What follows belongs to an exercise in optimizing a design on an open flow for small area, a short achievable clock period and few clock cycles per item; a production flow would make more cautious choices. In this exercise RTL edits were held to simulation tests only and were not proved equivalent to the original. Power figures rest on the tool's default switching activity, not on a simulated workload.

Design mul_axil, start of the top module:
module mul_axil (
  input  logic        Clk,
  input  logic        arst_n,
  input  logic        s_awvalid,
  output logic        s_awready,
  input  logic [7:0]  s_awaddr,
  input  logic        s_wvalid,
  output logic        s_wready,
  input  logic [31:0] s_wdata,
  input  logic [3:0]  s_wstrb,
  output logic        s_bvalid,
  input  logic        s_bready,
  output logic [1:0]  s_bresp,
  input  logic        s_arvalid,
  output logic        s_arready,
  input  logic [7:0]  s_araddr,
  output logic        s_rvalid,
  input  logic        s_rready,
  output logic [31:0] s_rdata,
  output logic [1:0]  s_rresp
);
  logic        bvalid, rvalid;
  logic        bresp_err;
  logic [31:0] rdata;
  logic [15:0] opa, opb;
  logic wr_fire, rd_fire, ctrl_go;
  logic aw_a, aw_b, aw_c;
  assign wr_fire = s_awvalid & s_wvalid & ~bvalid;
  assign rd_fire = s_arvalid & ~rvalid;
  assign aw_a = (s_awaddr == 8'h00);
  assign aw_b = (s_awaddr == 8'h04);
  assign aw_c = (s_awaddr == 8'h08);
  ...
Size in the first run: roughly 630 cells after synthesis, roughly 120 flip-flops, about 100 I/O pins.
==> flow/config.mk <==
export PLATFORM = sky130hd
export DESIGN_NAME = mul_axil
export DESIGN_NICKNAME = mul_axil
export VERILOG_FILES = /design/flow/design.v
export SDC_FILE = /design/flow/constraint.sdc
export NUM_CORES = 4
export LEC_CHECK = 0
export CAP_MARGIN = 20
export CORE_MARGIN = 2
export CORE_UTILIZATION = 55
export CTS_BUF_LIST = sky130_fd_sc_hd__clkbuf_4 sky130_fd_sc_hd__clkbuf_8
export SETUP_SLACK_MARGIN = 0.8
export SLEW_MARGIN = 20
==> flow/constraint.sdc <==
create_clock -name core_clock -period 3.2 [get_ports {Clk}]
set_input_delay 0.6400 -clock core_clock [delete_from_list [all_inputs] [get_ports {Clk}]]
set_output_delay 0.6400 -clock core_clock [all_outputs]
set_load 0.01 [all_outputs]
standard.sh (not shown) runs the stock make flow with config.mk's settings and CLKGATE_MAP_FILE= SYNTH_SCRIPT=/design/flow/synth_recipe.tcl, a recipe that flattens the netlist after the stock synthesis.
==> flow/flow/run.sh <==
#!/bin/bash
# Standard layout, with plain buffers on the ports, resizing not tied to
# cell footprints and a clock tree without dummy loads. Each step's own log
# is also kept under orfs/logs/.
set -euo pipefail
bash standard.sh \
  "BUFFER_PORTS_ARGS=-buffer_cell sky130_fd_sc_hd__buf_1" \
  MATCH_CELL_FOOTPRINT=0 \
  "CTS_ARGS=-sink_clustering_enable -repair_clock_nets -sink_clustering_size 30 -buf_list {sky130_fd_sc_hd__clkbuf_4 sky130_fd_sc_hd__clkbuf_8} -dont_use_dummy_load" \
  RECOVER_POWER=100 \
  finish > standard.log 2>&1
The starting point finished but fails on max-capacitance violations, max-slew violations.
Testbench counts at the start, summed over its fixed seeds: cycles 5,120, items 512.
Rerun with:
==> flow/flow/run.sh (replaced) <==
#!/bin/bash
# Standard layout, with plain buffers on the ports and resizing not tied to
# cell footprints. Each step's own log is also kept under orfs/logs/.
set -euo pipefail
bash standard.sh \
  "BUFFER_PORTS_ARGS=-buffer_cell sky130_fd_sc_hd__buf_1" \
  MATCH_CELL_FOOTPRINT=0 \
  finish > standard.log 2>&1
TNS_END_PERCENT = 50   (was not set)
After rerunning: This time the run finished clean. Maximum frequency rose by about 10%. Cell count rose by 1.7%. Utilization rose by 1.8 points.
Rerun with:
==> flow/flow/run.sh (replaced) <==
#!/bin/bash
# Standard layout, with plain buffers on the ports, resizing not tied to
# cell footprints and a clock tree without dummy loads. Each step's own log
# is also kept under orfs/logs/.
set -euo pipefail
bash standard.sh \
  "BUFFER_PORTS_ARGS=-buffer_cell sky130_fd_sc_hd__buf_1" \
  MATCH_CELL_FOOTPRINT=0 \
  "CTS_ARGS=-sink_clustering_enable -repair_clock_nets -sink_clustering_size 30 -buf_list {sky130_fd_sc_hd__clkbuf_2 sky130_fd_sc_hd__clkbuf_4} -dont_use_dummy_load" \
  finish > standard.log 2>&1
TNS_END_PERCENT = not set   (was 50)
The changed run finished clean.
Synthesized cell count does not change.
Via count drops by 1.3%.
Worst hold slack got worse by 0.12 ns.
Worst setup slack is worse by 0.11 ns.
Rerun with:
==> flow/flow/run.sh (replaced) <==
#!/bin/bash
# Standard layout, with plain buffers on the ports, resizing not tied to
# cell footprints and a clock tree without dummy loads. Each step's own log
# is also kept under orfs/logs/.
set -euo pipefail
bash standard.sh \
  "BUFFER_PORTS_ARGS=-buffer_cell sky130_fd_sc_hd__buf_1" \
  MATCH_CELL_FOOTPRINT=0 \
  "CTS_ARGS=-sink_clustering_enable -repair_clock_nets -sink_clustering_size 30 -buf_list {sky130_fd_sc_hd__clkbuf_4 sky130_fd_sc_hd__clkbuf_8} -dont_use_dummy_load" \
  RECOVER_POWER=50 \
  finish > standard.log 2>&1
With this change the flow reached the layout checks and failed them: max-capacitance violations, max-slew violations.
Clock power goes up by 36%.
Critical path depth goes up by 3.
Worst setup slack is better by 0.0086 ns.
Synthesized cell count does not change.
Global-route usage is about the same.
Core utilization goes up by 0.24 points.
Power goes up by 10%.
Cell count hardly moves.

========
mul_axil, a different RTL version from the one above (not shown whole).
Size in the first run: about 750 cells after synthesis, about 99 flip-flops.
export LEC_CHECK = 0
export CAP_MARGIN = 20
export CORE_MARGIN = 2
export CORE_UTILIZATION = 60
export SETUP_SLACK_MARGIN = 1.4
export SLEW_MARGIN = 20
create_clock -name core_clock -period 3.2 [get_ports {Clk}]
==> flow/flow/run.sh <==
#!/bin/bash
# Standard layout, with plain buffers on the ports and resizing not tied to
# cell footprints. Each step's own log is also kept under orfs/logs/.
set -euo pipefail
bash standard.sh \
  "BUFFER_PORTS_ARGS=-buffer_cell sky130_fd_sc_hd__buf_2" \
  MATCH_CELL_FOOTPRINT=0 \
  finish > standard.log 2>&1
The starting point finished clean.
Testbench counts at the start, summed over its fixed seeds: cycles 5,120, items 512.
Edit:
SETUP_SLACK_MARGIN = 0.0   (was 1.4)
Global-route usage came out lower by 2.1 points.
Total power falls slightly.
Worst setup slack got worse by 0.25 ns.
Combinational power went down by a quarter to a third.
Count of clock-buffer cells in the layout is unchanged.

port drivers added, routing unchanged:
The results above use ideal ports. As a check the final layouts listed here were re-extracted and re-timed, cells and wires unchanged. Step 1 assumes that a clkbuf_16 drives the clock port and a buf_2 every other input. Step 2 moves the port delays by t, midway between the first and last clock arrival at a register: inputs arrive t later, outputs are due t later. That takes back most of the time a late clock gives input paths. a / b / c = ideal / step 1 / step 2; a / b = the first two.
| run | t (ns) | setup WS [ns] | worst setup path at the end | slew at the worst register clock pin (ns) | worst data-port slew with drivers (ns) |
|---|---|---|---|---|---|
| the first run of note 1 | 0.467 | 0.619 / 0.619 / 0.318 | input to register | 0.08 / 0.08 | 0.04 |
| the second run of note 1 | 0.466 | 0.866 / 0.833 / 0.530 | input to register | 0.08 / 0.08 | 0.04 |
| the third run of note 1 | 0.554 | 0.752 / 0.718 / 0.540 | input to register | 0.12 / 0.12 | 0.04 |
| the fourth run of note 1 | 0.463 | 0.760 / 0.760 / 0.489 | input to register | 0.08 / 0.08 | 0.04 |
| the first run of note 2 | 0.384 | 0.633 / 0.633 / 0.633 | register to register | 0.07 / 0.07 | 0.04 |
| the second run of note 2 | 0.387 | 0.379 / 0.379 / 0.379 | register to register | 0.07 / 0.07 | 0.03 |
The setup slack of the second run of note 1, which loses most, moves by -0.033 ns with the drivers and by -0.336 ns with both steps.
